Background: an optimization exercise with open tools, aiming at small area. Do not read the settings as production practice. Only simulation tests tie the RTL to the original design; equivalence was not proved. Power figures rest on the tool's default switching activity, not on a simulated workload.

===== design/flow/config.mk =====
export PLATFORM = sky130hd
export DESIGN_NAME = rs_station_top
export DESIGN_NICKNAME = rs_station_top
export VERILOG_FILES = /design/flow/design.v
export SDC_FILE = /design/flow/constraint.sdc
export NUM_CORES = 8
export LEC_CHECK = 0
export CAP_MARGIN = 20
export CORE_MARGIN = 2
export CORE_UTILIZATION = 40
export SLEW_MARGIN = 20

===== design/flow/constraint.sdc =====
create_clock -name core_clock -period 7.5 [get_ports {clock}]
set_input_delay 1.5000 -clock core_clock [delete_from_list [all_inputs] [get_ports {clock}]]
set_output_delay 1.5000 -clock core_clock [all_outputs]
set_load 0.01 [all_outputs]

===== design/flow/design.v =====
`timescale 1ns/1ps
package rs_pkg;
    localparam int XLEN           = 32;   
    localparam int RS_SIZE        = 8;    
    localparam int RS_CNT_BITS    = 4;    
    localparam int ROB_TAG_BITS   = 5;    
    localparam int DISPATCH_WIDTH = 2;    
    localparam int CDB_WIDTH      = 2;    
    localparam int DISPATCH_W = 1 + XLEN + 3 + 3 + 2 * XLEN;                
    localparam int MAP_W      = 2 * ROB_TAG_BITS + 4;                       
    localparam int ROB_W      = ROB_TAG_BITS + 2 * XLEN;                    
    localparam int CDB_W      = 1 + ROB_TAG_BITS + XLEN;                    
    localparam int ENTRY_W    = 1 + XLEN + 3 + 3 + 3 * ROB_TAG_BITS + 2 + 2 * XLEN;   
    localparam int ISSUE_W    = XLEN + 3 + 1 + ROB_TAG_BITS + 2 * XLEN;     
    typedef enum logic [2:0] {
        ALU_ADD = 3'd0,
        ALU_SUB = 3'd1,
        ALU_AND = 3'd2,
        ALU_OR  = 3'd3,
        ALU_XOR = 3'd4,
        ALU_SLL = 3'd5,
        ALU_SRL = 3'd6,
        ALU_SLT = 3'd7
    } alu_op_e;
    typedef enum logic [1:0] {
        SEL_NONE  = 2'd0,   
        SEL_LANE0 = 2'd1,   
        SEL_LANE1 = 2'd2    
    } alloc_sel_e;
    typedef struct packed {
        logic                     en;          
        logic [XLEN-1:0]          pc;
        alu_op_e                  alu_op;
        logic                     rd_mem;      
        logic                     rs1_exist;   
        logic                     rs2_exist;   
        logic [XLEN-1:0]          rs1_value;   
        logic [XLEN-1:0]          rs2_value;
    } dispatch_t;
    typedef struct packed {
        logic [ROB_TAG_BITS-1:0]  tag1;
        logic [ROB_TAG_BITS-1:0]  tag2;
        logic                     tag1_valid;          
        logic                     tag2_valid;          
        logic                     tag1_ready_in_rob;   
        logic                     tag2_ready_in_rob;
    } map_t;
    typedef struct packed {
        logic [ROB_TAG_BITS-1:0]  tag;         
        logic [XLEN-1:0]          rs1_value;   
        logic [XLEN-1:0]          rs2_value;   
    } rob_t;
    typedef struct packed {
        logic                     valid;
        logic [ROB_TAG_BITS-1:0]  tag;
        logic [XLEN-1:0]          value;
    } cdb_t;
    typedef struct packed {
        logic                     busy;
        logic [XLEN-1:0]          pc;
        alu_op_e                  alu_op;
        logic                     rd_mem;
        logic                     rs1_exist;
        logic                     rs2_exist;
        logic [ROB_TAG_BITS-1:0]  tag;          
        logic [ROB_TAG_BITS-1:0]  tag1;         
        logic [ROB_TAG_BITS-1:0]  tag2;         
        logic                     tag1_valid;   
        logic                     tag2_valid;   
        logic [XLEN-1:0]          rs1_value;
        logic [XLEN-1:0]          rs2_value;
    } rs_entry_t;
    typedef struct packed {
        logic [XLEN-1:0]          pc;
        alu_op_e                  alu_op;
        logic                     rd_mem;
        logic [ROB_TAG_BITS-1:0]  tag;
        logic [XLEN-1:0]          rs1_value;
        logic [XLEN-1:0]          rs2_value;
    } issue_t;
    localparam rs_entry_t rs_entry_empty = {
        1'b0,                       
        {XLEN{1'b0}},               
        ALU_ADD,                    
        1'b0,                       
        1'b1,                       
        1'b1,                       
        {ROB_TAG_BITS{1'b0}},       
        {ROB_TAG_BITS{1'b0}},       
        {ROB_TAG_BITS{1'b0}},       
        1'b0,                       
        1'b0,                       
        {XLEN{1'b0}},               
        {XLEN{1'b0}}                
    };
endpackage
`timescale 1ns/1ps
module rs_slot (
    input  logic                                       clock,
    input  logic                                       reset,
    input  logic                                       squash,
    input  logic                                       fire,       
    input  logic                                       wr0,        
    input  logic                                       wr1,        
    input  rs_pkg::rs_entry_t                          new0,
    input  rs_pkg::rs_entry_t                          new1,
    input  logic [rs_pkg::CDB_WIDTH*rs_pkg::CDB_W-1:0] cdb,
    input  logic                                       ld_older,   
    output logic                                       busy,
    output logic                                       is_ld,
    output logic                                       ready,
    output logic [rs_pkg::ISSUE_W-1:0]                 fields
);
    rs_pkg::rs_entry_t e;
    rs_pkg::rs_entry_t nx;
    rs_pkg::cdb_t      c0, c1;
    logic              wr;
    logic              m10, m11, m20, m21;
    assign c0 = cdb[0 +: rs_pkg::CDB_W];
    assign c1 = cdb[rs_pkg::CDB_W +: rs_pkg::CDB_W];
    assign wr = wr0 | wr1;
    assign m10 = e.tag1_valid & c0.valid & (c0.tag == e.tag1);
    assign m11 = e.tag1_valid & c1.valid & (c1.tag == e.tag1);
    assign m20 = e.tag2_valid & c0.valid & (c0.tag == e.tag2);
    assign m21 = e.tag2_valid & c1.valid & (c1.tag == e.tag2);
    always_comb begin
        nx = (new0 & {rs_pkg::ENTRY_W{wr0}}) | (new1 & {rs_pkg::ENTRY_W{wr1}}) |
             (e & {rs_pkg::ENTRY_W{~wr}});
        nx.busy = wr | (e.busy & ~fire);
        nx.tag1_valid = wr ? (wr0 ? new0.tag1_valid : new1.tag1_valid) : (e.tag1_valid & ~m10 & ~m11);
        nx.tag2_valid = wr ? (wr0 ? new0.tag2_valid : new1.tag2_valid) : (e.tag2_valid & ~m20 & ~m21);
        nx.rs1_value = (new0.rs1_value & {rs_pkg::XLEN{wr0}}) | (new1.rs1_value & {rs_pkg::XLEN{wr1}}) |
                       (c0.value & {rs_pkg::XLEN{~wr & m10}}) |
                       (c1.value & {rs_pkg::XLEN{~wr & ~m10 & m11}}) |
                       (e.rs1_value & {rs_pkg::XLEN{~wr & ~m10 & ~m11}});
        nx.rs2_value = (new0.rs2_value & {rs_pkg::XLEN{wr0}}) | (new1.rs2_value & {rs_pkg::XLEN{wr1}}) |
                       (c0.value & {rs_pkg::XLEN{~wr & m20}}) |
                       (c1.value & {rs_pkg::XLEN{~wr & ~m20 & m21}}) |
                       (e.rs2_value & {rs_pkg::XLEN{~wr & ~m20 & ~m21}});
    end
    always_ff @(posedge clock) begin
        e <= nx;
        if (reset || squash) e.busy <= 1'b0;
    end
    assign busy   = e.busy;
    assign is_ld  = e.busy & e.rd_mem;
    assign ready  = e.busy & ~(e.rs1_exist & e.tag1_valid) & ~(e.rs2_exist & e.tag2_valid) &
                    ~(e.rd_mem & ld_older);
    assign fields = {e.pc, e.alu_op, e.rd_mem, e.tag, e.rs1_value, e.rs2_value};
endmodule
`timescale 1ns/1ps
module rs_dispatch_ctrl (
    input  logic [rs_pkg::DISPATCH_WIDTH*rs_pkg::DISPATCH_W-1:0] dispatch,
    input  logic [rs_pkg::DISPATCH_WIDTH*rs_pkg::MAP_W-1:0]      map,
    input  logic [rs_pkg::DISPATCH_WIDTH*rs_pkg::ROB_W-1:0]      rob,
    input  logic [rs_pkg::CDB_WIDTH*rs_pkg::CDB_W-1:0]           cdb,
    output logic [rs_pkg::DISPATCH_WIDTH*rs_pkg::ENTRY_W-1:0]    new_entry
);
    rs_pkg::dispatch_t d;
    rs_pkg::map_t      m;
    rs_pkg::rob_t      r;
    rs_pkg::rs_entry_t e;
    rs_pkg::cdb_t      c0, c1;
    assign c0 = cdb[0 +: rs_pkg::CDB_W];
    assign c1 = cdb[rs_pkg::CDB_W +: rs_pkg::CDB_W];
    always_comb begin
        for (int l = 0; l < rs_pkg::DISPATCH_WIDTH; l++) begin
            d = dispatch[l*rs_pkg::DISPATCH_W +: rs_pkg::DISPATCH_W];
            m = map[l*rs_pkg::MAP_W +: rs_pkg::MAP_W];
            r = rob[l*rs_pkg::ROB_W +: rs_pkg::ROB_W];
            e.busy       = 1'b1;
            e.pc         = d.pc;
            e.alu_op     = d.alu_op;
            e.rd_mem     = d.rd_mem;
            e.rs1_exist  = d.rs1_exist;
            e.rs2_exist  = d.rs2_exist;
            e.tag        = r.tag;
            e.tag1       = m.tag1;
            e.tag2       = m.tag2;
            e.tag1_valid = m.tag1_valid & ~m.tag1_ready_in_rob;
            e.tag2_valid = m.tag2_valid & ~m.tag2_ready_in_rob;
            e.rs1_value  = m.tag1_ready_in_rob ? r.rs1_value : d.rs1_value;
            e.rs2_value  = m.tag2_ready_in_rob ? r.rs2_value : d.rs2_value;
            if (e.tag1_valid && c0.valid && c0.tag == e.tag1) begin
                e.rs1_value  = c0.value;
                e.tag1_valid = 1'b0;
            end else if (e.tag1_valid && c1.valid && c1.tag == e.tag1) begin
                e.rs1_value  = c1.value;
                e.tag1_valid = 1'b0;
            end
            if (e.tag2_valid && c0.valid && c0.tag == e.tag2) begin
                e.rs2_value  = c0.value;
                e.tag2_valid = 1'b0;
            end else if (e.tag2_valid && c1.valid && c1.tag == e.tag2) begin
                e.rs2_value  = c1.value;
                e.tag2_valid = 1'b0;
            end
            new_entry[l*rs_pkg::ENTRY_W +: rs_pkg::ENTRY_W] = e;
        end
    end
endmodule
`timescale 1ns/1ps
module rs_issue_select (
    input  logic [rs_pkg::RS_SIZE-1:0]                 ready,
    input  logic [rs_pkg::RS_SIZE-1:0]                 is_ld,
    input  logic [rs_pkg::RS_SIZE-1:0]                 busy,
    input  logic [rs_pkg::RS_SIZE*rs_pkg::RS_SIZE-1:0] older,    
    input  logic [rs_pkg::RS_SIZE*rs_pkg::ISSUE_W-1:0] fields,
    input  logic                                       fu_ready,
    input  logic                                       en0,
    input  logic                                       en1,
    output logic                                       issue_valid,
    output rs_pkg::issue_t                             issue,
    output logic [rs_pkg::RS_SIZE-1:0]                 fire,
    output logic [rs_pkg::RS_SIZE-1:0]                 wr0,
    output logic [rs_pkg::RS_SIZE-1:0]                 wr1,
    output logic [rs_pkg::RS_CNT_BITS-1:0]             free_count
);
    localparam int N = rs_pkg::RS_SIZE;
    logic [N-1:0] sel;
    logic [N-1:0] free;
    logic [N-1:0] lo;       
    logic [N-1:0] hi;       
    logic         two;      
    logic [rs_pkg::ISSUE_W-1:0] pkt;
    logic [rs_pkg::RS_CNT_BITS-1:0] cnt;
    always_comb begin
        for (int i = 0; i < N; i++) begin
            sel[i] = ready[i];
            for (int j = 0; j < N; j++) begin
                if (j != i) sel[i] = sel[i] & ~(ready[j] & older[j*N+i]);
            end
        end
    end
    assign issue_valid = fu_ready & (|ready);
    assign fire        = sel & {N{fu_ready}};
    always_comb begin
        pkt = '0;
        for (int i = 0; i < N; i++) begin
            pkt = pkt | (fields[i*rs_pkg::ISSUE_W +: rs_pkg::ISSUE_W] & {rs_pkg::ISSUE_W{sel[i]}});
        end
    end
    assign issue = pkt;
    assign free = ~busy | fire;
    always_comb begin
        logic seen;
        seen = 1'b0;
        two  = 1'b0;
        for (int i = 0; i < N; i++) begin
            lo[i] = free[i] & ~seen;
            two   = two | (free[i] & seen);
            seen  = seen | free[i];
        end
        seen = 1'b0;
        for (int i = N - 1; i >= 0; i--) begin
            hi[i] = free[i] & ~seen;
            seen  = seen | free[i];
        end
    end
    assign wr0 = lo & {N{en0}};
    assign wr1 = hi & {N{en0 & en1 & two}};
    always_comb begin
        cnt = '0;
        for (int i = 0; i < N; i++) begin
            cnt = cnt + {{(rs_pkg::RS_CNT_BITS - 1){1'b0}}, busy[i]};
        end
    end
    assign free_count = rs_pkg::RS_CNT_BITS'(N) - cnt;
endmodule
`timescale 1ns/1ps
module rs_station (
    input  logic                                                 clock,
    input  logic                                                 reset,
    input  logic                                                 squash,       
    input  logic [rs_pkg::DISPATCH_WIDTH*rs_pkg::DISPATCH_W-1:0] dispatch,
    input  logic [rs_pkg::DISPATCH_WIDTH*rs_pkg::MAP_W-1:0]      map,
    input  logic [rs_pkg::DISPATCH_WIDTH*rs_pkg::ROB_W-1:0]      rob,
    input  logic [rs_pkg::CDB_WIDTH*rs_pkg::CDB_W-1:0]           cdb,
    input  logic                                                 fu_ready,
    output logic                                                 issue_valid,
    output rs_pkg::issue_t                                       issue,
    output logic [rs_pkg::RS_CNT_BITS-1:0]                       free_count
);
    localparam int N = rs_pkg::RS_SIZE;
    logic [N-1:0]   busy;
    logic [N-1:0]   ready;
    logic [N-1:0]   wr0;        
    logic [N-1:0]   wr1;        
    logic [N-1:0]   is_ld;      
    logic [N*N-1:0] older;      
    logic [N*rs_pkg::ISSUE_W-1:0] fields;
    logic [N-1:0]   fire;
    rs_pkg::rs_entry_t n0, n1;
    rs_dispatch_ctrl dispatch_ctrl0 (
        .dispatch  (dispatch),
        .map       (map),
        .rob       (rob),
        .cdb       (cdb),
        .new_entry ({n1, n0})
    );
    rs_issue_select issue_select0 (
        .ready       (ready),
        .is_ld       (is_ld),
        .busy        (busy),
        .older       (older),
        .fields      (fields),
        .fu_ready    (fu_ready),
        .en0         (dispatch[rs_pkg::DISPATCH_W-1]),
        .en1         (dispatch[2*rs_pkg::DISPATCH_W-1]),
        .issue_valid (issue_valid),
        .issue       (issue),
        .fire        (fire),
        .wr0         (wr0),
        .wr1         (wr1),
        .free_count  (free_count)
    );
    logic [N-1:0] wr;
    assign wr = wr0 | wr1;
    for (genvar j = 0; j < N; j++) begin : g_age_j
        for (genvar i = 0; i < N; i++) begin : g_age_i
            if (j < i) begin : g_lt
                logic o;
                always_ff @(posedge clock) begin
                    o <= wr[i] | (~wr[j] & o);
                end
                assign older[j*N+i] = o;
                assign older[i*N+j] = ~o;
            end else if (j == i) begin : g_eq
                assign older[j*N+i] = 1'b0;
            end
        end
    end
    for (genvar i = 0; i < N; i++) begin : g_slot
        logic ld_older;
        always_comb begin
            ld_older = 1'b0;
            for (int j = 0; j < N; j++) begin
                if (j != i) ld_older = ld_older | (is_ld[j] & older[j*N+i]);
            end
        end
        rs_slot slot0 (
            .clock    (clock),
            .reset    (reset),
            .squash   (squash),
            .fire     (fire[i]),
            .wr0      (wr0[i]),
            .wr1      (wr1[i]),
            .new0     (n0),
            .new1     (n1),
            .cdb      (cdb),
            .ld_older (ld_older),
            .busy     (busy[i]),
            .is_ld    (is_ld[i]),
            .ready    (ready[i]),
            .fields   (fields[i*rs_pkg::ISSUE_W +: rs_pkg::ISSUE_W])
        );
    end
endmodule
`timescale 1ns/1ps
module rs_station_top (
    input  logic         clock,
    input  logic         reset,
    input  logic         squash,
    input  logic [205:0] dispatch,     
    input  logic [27:0]  map,          
    input  logic [137:0] rob,          
    input  logic [75:0]  cdb,          
    input  logic         fu_ready,
    output logic         issue_valid,
    output logic [104:0] issue,        
    output logic [3:0]   free_count
);
    rs_pkg::issue_t issue_s;
    assign issue = issue_s;
    rs_station station0 (
        .clock       (clock),
        .reset       (reset),
        .squash      (squash),
        .dispatch    (dispatch),
        .map         (map),
        .rob         (rob),
        .cdb         (cdb),
        .fu_ready    (fu_ready),
        .issue_valid (issue_valid),
        .issue       (issue_s),
        .free_count  (free_count)
    );
endmodule

===== design/flow/run.sh =====
#!/bin/bash
# synth_recipe.tcl (not shown) runs the flow's synth.tcl, then flattens the netlist and writes it again
# the make line also repeats each setting of config.mk as NAME=value (left out here)
make -C /OpenROAD-flow-scripts/flow DESIGN_CONFIG=/design/flow/config.mk WORK_HOME=/design/flow/orfs CLKGATE_MAP_FILE= SYNTH_SCRIPT=/design/flow/synth_recipe.tcl finish

==> run summary <==
Mean post-synth cell area = 8.55 sq um
RSZ-0062 raised after global routing = no
Max_slew headroom = 11.3%
Metal1 wirelength = 110,000 um
DIE HEIGHT = 382 um
Final Core Density = 47.6%
Post-CTS Resized = 0
Gpl congestion = 0.967
P_sw = 4.62 mW
Syn Nets = 7,134
Fmax = 142 MHz
Max cap viols = 0
Top Family by Delay on Critical Path = simple AND/OR/NAND/NOR gates
Synth area leader = dfxtp_1
Post-Syn Area = 0.0571 sq mm
Nets = 7,127
Remaining Overflow, GRT = 0
GRT Util Overall = 36.6%
Fillers = 13,473
Reg power frac = 43.0%
IO Pins = 562
Status = no timing/DRC/antenna violations
Layout area overhead = 18.2%
Least-Margin Pin Slew = 1.33 ns
Share of cells above drive strength 1 = 6.91%
Pre-CTS setup slack = 1.53 ns
Max Fanout on Critical Path = 34
Num CTS Buffers = 113
Final Instance Area = 0.0674 sq mm
Clock Skews = 0.0601 ns
Synth top area share = 34.7%
First-pass GRT wire length = 404,000 um
Critical path type = flip-flop to primary output
Pwr Total = 15.5 mW
Port bufs = 561
Synth area leaders = dfxtp_1, mux2i_1, o221ai_1, a22oi_1, nand2_1
Crit-path slowest cell = and2_4
Final period util = 93.6%
Hold Path Class = flip-flop to flip-flop
Wire length on met2 = 121,000 um
Clock sink total = 988
DRT Pass-1 Iters = 7
Net Sw Frac = 29.7%
Htree depth = 3
Avg WL per Cell = 32.6 um
#FFs+latches synth = 988
Vias in the first global route = 57,447
Mapped Cells = 6,675
Core Rows = 138
Clock share of power = 37.8%
Die Width = 382 um
Root buf cell = clkbuf_16
CP Launch Type = flip-flop
Synth Flop Type = dfxtp_1
Final ANT Viol Nets = 0
DP HPWL = 156,000 um
Core Box Area = 0.142 sq mm
Starting Density = 40.3%
Post-synth EDFFs = 0
Clock Path Buffers = 3
Pin count of the biggest net entering global routing = 187
Detailed-route via count = 60,974
Initial antenna violation count = 12
Post-synth ARST share = 0%
CP bufs+invs = 2
Post-synthesis sequential area ratio = 34.7%
VDD IR max = 0.000199 V
Fin worst setup slack = 0.482 ns
Setup Fix Bufs, Post-CTS = 0
Final Max Slew Viols = 0
Final Hold Vio Count = 0
Critical Path AT = 5.52 ns
Leading cell types by count after synthesis = dfxtp_1, nand2_1, mux2i_1
Vias per inst = 7.05
Logic pwr share = 19.2%
Req. time, crit path = 6.00 ns
LEAKAGE = 31.2 nW
CTS tree = done
Synth warn = 4
Met3 Wirelength = 35,800 um
Drt initial violations = 9,470
Distinct cell type count after synthesis = 74
Reg clk slew, reported paths = 0.07 ns
TNS Setup = 0 ns
Number of remaining DRC errors = 0
CP cell instances = nand2_1 > o2111ai_1 > o21a_1 > nor3_1 > a2111oi_0 > and2_4 > buf_4 > a22oi_1 > nand4_1 > clkdlybuf4s50_1
Cts hold-fix bufs = 0
Final setup viols = 0
Worst skew pair latency = 0.78 ns
Placement Cell Area = 0.0636 sq mm
Uppermost routed layer = met5
Worst Setup End Kind = primary output
Worst path max stage delay = 0.81 ns
Most numerous cell in the Yosys netlist = dfxtp_1
Pwr Density = 230 mW/mm^2
Period minus WS final = 7.02 ns
Pint = 10.9 mW
Drt total wl = 282,000 um
Die area = 0.146 sq mm
-- cell families after synthesis --
logic type,Yosys count,synth area share (%)
DFF,988,34.7
AOI/OAI and AO/OA,2121,29.2
and+or+nand+nor,1584,12.2
buffers and inverters,985,6.70
adders and majority gates,8,0.226
xor gates and xnor gates,200,3.07
muxes,789,14.0
-- per-layer routing --
metal | up-vias | GRT usage (%)
li1 | 25594 | -
met1 | 29532 | 48.6
met2 | 4889 | 55.3
met3 | 941 | 8.70
met4 | 18 | 18.5
met5 | - | 0
-- final timing paths --
check / slack [ns] / cells after the start / to / from
min: 0.45 / 1 / station0.g_slot[2].slot0.e[92] / station0.g_slot[2].slot0.e[92]
max: 0.48 / 10 / issue[26] / station0.g_slot[7].slot0.e[119]
max reg2reg: 1.71 / 12 / station0.g_slot[4].slot0.e[33] / station0.g_slot[7].slot0.e[119]
min reg2reg: 0.45 / 1 / station0.g_slot[2].slot0.e[92] / station0.g_slot[2].slot0.e[92]
-- worst reg2reg max path, stage by stage, from the launching register on --
cell,delay [ns]
dfxtp_1,0.54
nand2_1,0.28
o22ai_1,0.27
o31ai_2,0.14
and2_1,0.29
a2111oi_0,0.76
a31oi_2,0.53
nand4_4,0.28
buf_4,0.63
or3_4,0.88
buf_4,0.71
o2111ai_1,0.23
o221ai_1,0.12
-- registers in the layout, summed over array words and instances, names as in the netlist --
signal,count
station0.g_slot.slot0.e,960
station0.g_age_j.g_age_i.g_lt.o,28
-- final cells by class --
type,instances,area [sq um],area share (%)
diodes,3,7.51,0.0111
clock buffers,168,3320,4.92
clock inverters,38,539,0.800
inverters,123,462,0.685
multi-input cells,4702,33700,50.0
flip-flops and latches,988,19800,29.3
well taps,1890,2360,3.51
repair buffers,740,7270,10.8
-- power by group through the flow --
stage / Combinational, mW / Sequential, mW / Clock (mW)
after floorplan: 2.04 / 6.58 / 0
after global routing: 3.24 / 6.75 / 6.05
after detailed placement: 2.90 / 6.75 / 0
after global placement: 2.82 / 6.74 / 0
after CTS: 2.92 / 6.64 / 5.85
final: 2.99 / 6.68 / 5.87
-- per-stage QoR --
| stage | hold WS [ns] | std cells |
|---|---|---|
| 2_1_floorplan | 0.426 | 6675 |
| 3_3_place_gp | 0.434 | 8441 |
| 3_5_place_dp | 0.439 | 8443 |
| 4_1_cts | 0.453 | 8649 |
| 5_1_grt | 0.471 | 8651 |
| 6_report | 0.452 | 8652 |
-- placed cells by master, fill, tap and decap left out, types with 114 or more instances in the layout --
cell and count:
a21oi_1 141, a221o_1 195, a22oi_1 389, buf_4 155, clkbuf_16 114, clkdlybuf4s50_1 557, dfxtp_1 988, inv_1 123
mux2i_1 736, nand2_1 742, nand3_1 165, nand4_1 139, nor2_1 342, o2111ai_1 196, o211ai_1 279, o21ai_0 212
o221ai_1 454, xor2_1 153

-- re-timing with driven ports --
No port has a modelled driver above. Below, the same layout with a new extraction and two added sets of constraints.
Step 1 (the two cells are an assumption about what drives the block):
set clk [get_ports {clock}]
set_driving_cell -lib_cell sky130_fd_sc_hd__clkbuf_16 $clk
set_driving_cell -lib_cell sky130_fd_sc_hd__buf_2 [delete_from_list [all_inputs] $clk]
Step 2 also shifts input and output timing later by t, the mid clock arrival at the registers, as if the neighbouring blocks saw the same clock.
Three values: ideal ports, drivers, drivers and shift; two values: the first two.
shift t [ns]: 0.834
slack for setup (ns): 0.482 / 0.398 / 1.232
worst hold slack (ns): 0.452 / 0.452 / 0.452
pins driven straight from the clock port: 1
After both steps this run still meets setup and hold. For this run, drivers alone change the setup slack by -0.084 ns; drivers and shift together by +0.750 ns.
